This design comes from an exercise in tuning for small area, a short achievable clock period and few clock cycles per item on the open sky130 flow, not from production work. Function was checked by simulation only, so behaviour that the tests miss may differ from the original. Power and IR drop assume default switching activity.

run 1:
==> flow/design.v <==
package sbr_pkg;
	localparam int WINDOW  = 64;
	localparam int IW      = $clog2(WINDOW);
	localparam int POS_W   = 32;
	localparam int BYTE_W  = 8;
	localparam int SPACE_W = 7;
endpackage
import sbr_pkg::*;
module stream_byte_reassembler_core (
	input  logic               clk,
	input  logic               arst_n,
	input  logic               req_valid,
	output logic               req_stall,
	input  logic               kind,
	input  logic [POS_W-1:0]   stream_index,
	input  logic [BYTE_W-1:0]  data_byte,
	input  logic               ends_stream,
	input  logic [SPACE_W-1:0] downstream_space,
	output logic               rsp_valid,
	input  logic               rsp_stall,
	output logic               out_valid,
	output logic [BYTE_W-1:0]  out_byte,
	output logic               last_of_run,
	output logic [SPACE_W-1:0] pending_count,
	output logic               stream_closed
);
	function automatic logic [IW-1:0] pe64(input logic [WINDOW-1:0] x);
		logic [WINDOW-1:0]      v;
		logic [WINDOW*IW-1:0]   ix;
		logic [WINDOW-1:0]      nv;
		logic [WINDOW*IW-1:0]   nix;
		begin
			v  = x;
			ix = '0;
			for (int l = 0; l < IW; l++) begin
				nv  = '0;
				nix = '0;
				for (int i = 0; i < (WINDOW >> (l + 1)); i++) begin
					nv[i] = v[2*i] | v[2*i+1];
					for (int b = 0; b < IW; b++) begin
						if (b < l)
							nix[i*IW+b] = v[2*i] ? ix[(2*i)*IW+b] : ix[(2*i+1)*IW+b];
						else if (b == l)
							nix[i*IW+b] = !v[2*i];
					end
				end
				v  = nv;
				ix = nix;
			end
			pe64 = ix[IW-1:0];
		end
	endfunction
	logic              qv_q;
	logic              qkind_q;
	logic [IW-1:0]     qplo_q;
	logic [SPACE_W-1:0] qd_q;
	logic              qsmall_q;
	logic [BYTE_W-1:0] qbyte_q;
	logic [SPACE_W-1:0] qroom_q;
	logic [POS_W-1:0]  next_q;
	logic [WINDOW-1:0] rel_q;
	logic [BYTE_W-1:0] ring_q [WINDOW];
	logic [POS_W-1:0]  end_q;
	logic              end_known_q;
	logic              blk_q;       
	logic              em_q;
	logic [SPACE_W-1:0] ra_q;
	logic              r1v_q, r1d_q, r1l_q, r1f_q, r1nm_q, r1s_q, r1pcl_q;
	logic [BYTE_W-1:0] r1b_q;
	logic [IW-1:0]     r1rk_q;
	logic [SPACE_W-1:0] r1er_q;
	logic              r2v_q, r2d_q, r2l_q, r2f_q, r2nm_q, r2s_q, r2pcl_q;
	logic [BYTE_W-1:0] r2b_q;
	logic [IW-1:0]     r2k_q;
	logic [SPACE_W-1:0] r2er_q;
	logic              ov_q;
	logic              od_q;
	logic [BYTE_W-1:0] ob_q;
	logic              ol_q;
	logic [SPACE_W-1:0] op_q;
	logic              oc_q;
	logic              o_free, r2_move, r2_free, r1_move, r1_free;
	logic              do_proc, do_emit, take, adv;
	assign o_free    = !ov_q || !rsp_stall;
	assign r2_move   = r2v_q && o_free;
	assign r2_free   = !r2v_q || o_free;
	assign r1_move   = r1v_q && r2_free;
	assign r1_free   = !r1v_q || r2_free;
	assign do_emit   = em_q && r1_free;
	assign do_proc   = qv_q && !em_q && !blk_q && r1_free;
	assign take      = req_valid && !req_stall;
	logic              sta_q, stb_q;
	logic              qv_n, em_n, blk_n, r1v_n, r2v_n, ov_n;
	assign req_stall = sta_q || (stb_q && rsp_stall);
	logic [IW-1:0]     h, d6;
	logic              closed, in_range, in_win, st0, nm;
	logic              z0, z1, nonempty, last0, last_e;
	logic [WINDOW-1:0] ddec, setv;
	logic [SPACE_W-1:0] room1;
	logic [BYTE_W-1:0] rd_byte;
	assign h      = next_q[IW-1:0];
	assign d6     = qd_q[IW-1:0];
	assign closed = oc_q;
	assign in_range = !qkind_q && qsmall_q && !qd_q[IW];
	assign in_win   = !closed && in_range && (qd_q < qroom_q);
	assign st0      = in_win && (d6 == '0);
	assign nm       = in_win && !(|(rel_q & ddec));
	assign room1    = qroom_q - SPACE_W'(1);
	always_comb begin
		for (int i = 0; i < WINDOW; i++) begin
			ddec[i] = (d6 == IW'(i));
		end
	end
	assign setv = ddec & {WINDOW{in_win && !em_q}};
	assign z0       = !(rel_q[0] || (in_range && (d6 == IW'(0)))) || (qroom_q == '0);
	assign z1       = !(rel_q[1] || (in_range && (d6 == IW'(1)))) || (qroom_q == SPACE_W'(1));
	assign nonempty = !closed && !z0;
	assign last0    = closed || z0 || z1;
	assign last_e   = (ra_q == SPACE_W'(1)) || !rel_q[1];
	logic [SPACE_W-1:0] er;
	logic               er_small;
	logic [POS_W-SPACE_W-1:0] nh, nh1;
	assign nh       = next_q[POS_W-1:SPACE_W];
	assign nh1      = nh + 1'b1;
	assign er       = end_q[SPACE_W-1:0] - next_q[SPACE_W-1:0];
	assign er_small = (end_q[SPACE_W-1:0] < next_q[SPACE_W-1:0]) ? (end_q[POS_W-1:SPACE_W] == nh1)
	                                                           : (end_q[POS_W-1:SPACE_W] == nh);
	assign rd_byte = ring_q[h];
	assign adv     = (do_proc && nonempty) || do_emit;
	logic [WINDOW-1:0] kdec, kz;
	always_comb begin
		for (int i = 0; i < WINDOW; i++) begin
			kdec[i] = (r1rk_q == IW'(i));
		end
	end
	assign kz = ~rel_q | kdec;
	logic [SPACE_W-1:0] kfull, pa_new;
	logic               cl_new;
	assign kfull  = {1'b0, r2k_q} + SPACE_W'(r2s_q);
	assign pa_new = op_q + SPACE_W'(r2nm_q) - kfull;
	assign cl_new = oc_q || (r2pcl_q && (r2er_q == kfull));
	logic [SPACE_W-1:0]  lo, dn;
	logic                eqa, eqb, sn;
	assign lo  = stream_index[SPACE_W-1:0] - next_q[SPACE_W-1:0];
	assign eqa = (stream_index[POS_W-1:SPACE_W] == nh);
	assign eqb = (stream_index[POS_W-1:SPACE_W] == nh1);
	always_comb begin
		sn = (stream_index[SPACE_W-1:0] >= next_q[SPACE_W-1:0]) ? eqa : eqb;
		dn = lo;
		if (adv) begin
			dn = lo - SPACE_W'(1);
			sn = (sn && (lo != '0)) || (eqb && (lo == '0));
		end
	end
	always_comb begin
		qv_n  = take ? 1'b1 : do_proc ? 1'b0 : qv_q;
		em_n  = do_proc ? !last0 : do_emit ? !last_e : em_q;
		blk_n = do_proc ? (!closed && end_known_q && er_small)
		                : (r2_move && r2f_q && r2pcl_q) ? 1'b0 : blk_q;
		r1v_n = (do_proc || do_emit) ? 1'b1 : r1_move ? 1'b0 : r1v_q;
		r2v_n = r1_move ? 1'b1 : r2_move ? 1'b0 : r2v_q;
		ov_n  = r2_move ? 1'b1 : !rsp_stall ? 1'b0 : ov_q;
	end
	always_ff @(posedge clk or negedge arst_n) begin
		if (!arst_n) begin
			qv_q        <= 1'b0;
			next_q      <= '0;
			rel_q       <= '0;
			end_known_q <= 1'b0;
			blk_q       <= 1'b0;
			em_q        <= 1'b0;
			r1v_q       <= 1'b0;
			r2v_q       <= 1'b0;
			ov_q        <= 1'b0;
			sta_q       <= 1'b0;
			stb_q       <= 1'b0;
			op_q        <= '0;
			oc_q        <= 1'b0;
		end else begin
			qv_q  <= qv_n;
			em_q  <= em_n;
			blk_q <= blk_n;
			r1v_q <= r1v_n;
			r2v_q <= r2v_n;
			ov_q  <= ov_n;
			sta_q <= qv_n && (em_n || blk_n);
			stb_q <= qv_n && r1v_n && r2v_n && ov_n;
			if (take && ends_stream) begin
				end_known_q <= 1'b1;
			end
			if (adv) begin
				next_q <= next_q + POS_W'(1);
			end
			if (do_proc || do_emit) begin
				rel_q <= adv ? ((rel_q | setv) >> 1) : (rel_q | setv);
			end
			if (r2_move && r2f_q) begin
				op_q <= pa_new;
				oc_q <= cl_new;
			end
		end
	end
	always_ff @(posedge clk) begin
		if (qv_q && !em_q && in_win) ring_q[qplo_q] <= qbyte_q;
	end
	always_ff @(posedge clk) begin
		if (take) begin
			qkind_q  <= kind;
			qplo_q   <= stream_index[IW-1:0];
			qd_q     <= dn;
			qsmall_q <= sn;
			qbyte_q  <= data_byte;
			qroom_q  <= (downstream_space > SPACE_W'(WINDOW)) ? SPACE_W'(WINDOW) : downstream_space;
			if (ends_stream) end_q <= stream_index + POS_W'(!kind);
		end else if (adv) begin
			qd_q <= qd_q - SPACE_W'(1);
			if (qd_q == '0) qsmall_q <= 1'b0;
		end
		if (do_proc) begin
			ra_q    <= room1;
			r1d_q   <= nonempty;
			r1b_q   <= !nonempty ? '0 : st0 ? qbyte_q : rd_byte;
			r1l_q   <= last0;
			r1f_q   <= 1'b1;
			r1nm_q  <= nm;
			r1s_q   <= nonempty;
			r1pcl_q <= !closed && end_known_q && er_small;
			r1er_q  <= er;
			r1rk_q  <= room1[IW-1:0];
		end else if (do_emit) begin
			ra_q    <= ra_q - SPACE_W'(1);
			r1d_q   <= 1'b1;
			r1b_q   <= rd_byte;
			r1l_q   <= last_e;
			r1f_q   <= 1'b0;
		end
		if (r1_move) begin
			r2d_q   <= r1d_q;
			r2b_q   <= r1b_q;
			r2l_q   <= r1l_q;
			r2f_q   <= r1f_q;
			r2nm_q  <= r1nm_q;
			r2s_q   <= r1s_q;
			r2pcl_q <= r1pcl_q;
			r2er_q  <= r1er_q;
			r2k_q   <= r1s_q ? pe64(kz) : '0;
		end
		if (r2_move) begin
			od_q <= r2d_q;
			ob_q <= r2b_q;
			ol_q <= r2l_q;
		end
	end
	assign rsp_valid     = ov_q;
	assign out_valid     = od_q;
	assign out_byte      = ob_q;
	assign last_of_run   = ol_q;
	assign pending_count = op_q;
	assign stream_closed = oc_q;
endmodule
Settings: LEC_CHECK=0, CAP_MARGIN=20, CORE_MARGIN=2, CORE_UTILIZATION=40, CTS_BUF_LIST=sky130_fd_sc_hd__clkbuf_4 sky130_fd_sc_hd__clkbuf_8 sky130_fd_sc_hd__clkbuf_16, CTS_CLUSTER_DIAMETER=60, CTS_CLUSTER_SIZE=24, SETUP_SLACK_MARGIN=3.0, SLEW_MARGIN=20; clock period 6.0 ns.
run.sh (not shown) runs the stock make flow with config.mk's settings and CLKGATE_MAP_FILE= SYNTH_SCRIPT=/design/flow/synth_recipe.tcl, a recipe that flattens the netlist after the stock synthesis.
Testbench counts of run 1, summed over its fixed seeds: cycles 14,740, items 9,629.
Relative to run 1, the following input files were edited for run 2:
--- a/flow/design.v
+++ b/flow/design.v
@@ -101,20 +101,20 @@
 	assign h      = next_q[IW-1:0];
 	assign d6     = qd_q[IW-1:0];
 	assign closed = oc_q;
 	assign in_range = !qkind_q && qsmall_q && !qd_q[IW];
 	assign in_win   = !closed && in_range && (qd_q < qroom_q);
 	assign st0      = in_win && (d6 == '0);
-	assign nm       = in_win && !(|(rel_q & ddec));
+	assign nm       = in_win && !rel_q[d6];
 	assign room1    = qroom_q - SPACE_W'(1);
 	always_comb begin
 		for (int i = 0; i < WINDOW; i++) begin
 			ddec[i] = (d6 == IW'(i));
 		end
 	end
-	assign setv = ddec & {WINDOW{in_win && !em_q}};
+	assign setv = ddec & {WINDOW{in_win}};
 	assign z0       = !(rel_q[0] || (in_range && (d6 == IW'(0)))) || (qroom_q == '0);
 	assign z1       = !(rel_q[1] || (in_range && (d6 == IW'(1)))) || (qroom_q == SPACE_W'(1));
 	assign nonempty = !closed && !z0;
 	assign last0    = closed || z0 || z1;
 	assign last_e   = (ra_q == SPACE_W'(1)) || !rel_q[1];
 	logic [SPACE_W-1:0] er;
@@ -188,14 +188,20 @@
 			if (take && ends_stream) begin
 				end_known_q <= 1'b1;
 			end
 			if (adv) begin
 				next_q <= next_q + POS_W'(1);
 			end
-			if (do_proc || do_emit) begin
-				rel_q <= adv ? ((rel_q | setv) >> 1) : (rel_q | setv);
+			if (do_proc) begin
+				if (nonempty) begin
+					rel_q <= (rel_q | setv) >> 1;
+				end else begin
+					rel_q <= rel_q | setv;
+				end
+			end else if (do_emit) begin
+				rel_q <= rel_q >> 1;
 			end
 			if (r2_move && r2f_q) begin
 				op_q <= pa_new;
 				oc_q <= cl_new;
 			end
 		end
Peak fanout along the critical path (lower): run 2
For run 1, the path type of the worst setup path was input port to flop, unlike run 2, where it was flop to flop.
From run 1 to run 2 the numbers moved as follows: average detailed-routed wire length per instance stayed essentially flat, maximum VDD drop fell by about 36%, number of global-route vias before repair fell by about 0.32%, adder and majority cell fraction of the synthesized area stayed essentially flat, initial standard-cell utilization of the core stayed essentially flat.
Capturing element of the worst setup path = r1b_q[0]: run 2; capturing element of the worst setup path = qd_q[5]: run 1
Taking run 1 as the reference, in run 2 layout cell share with drive strength beyond 1 picked up an extra 1.8 points, layout buffer count excluding clock buffers picked up an extra 28%.
Measured against each other, run 1 and run 2 differ in portion of the clock cycle consumed by the worst path in the final layout, the lower figure coming from run 2.
Taking run 1 as the reference, in run 2 final cell area excluding filler cells increased about 1.1%; post-route worst setup slack increased 150 ps; switching power of the nets decreased 59%.
Testbench counts of run 2, summed over its fixed seeds: cycles 14,740, items 9,629.

==> re-timing with driven ports <==
Ports are ideal in the flow. The routed layouts listed here were re-timed in OpenROAD. Step 1 sets driving cells, clkbuf_16 on the clock port and buf_2 on the other inputs (assumed; they add their load-dependent delay and slew). Step 2 also shifts input and output timing later by t, the mid clock arrival at the registers, as if the neighbouring blocks saw the same clock. Three values: no drivers, after step 1, after step 2; two values: the first two.
run | t (ns) | setup slack, ns | latest minus earliest clock arrival (ns) | worst register clock-pin slew, ns | worst slew at a driven data input, ns
run 1 | 0.722 | 2.879 / 2.893 / 2.171 | 0.110 / 0.110 | 0.10 / 0.10 | 0.11
run 2 | 0.717 | 3.031 / 2.966 / 2.339 | 0.038 / 0.038 | 0.09 / 0.09 | 0.12
After both steps every run listed still meets setup and hold. The setup slack of run 1, which loses most, moves by +0.014 ns with the drivers and by -0.708 ns with both steps.
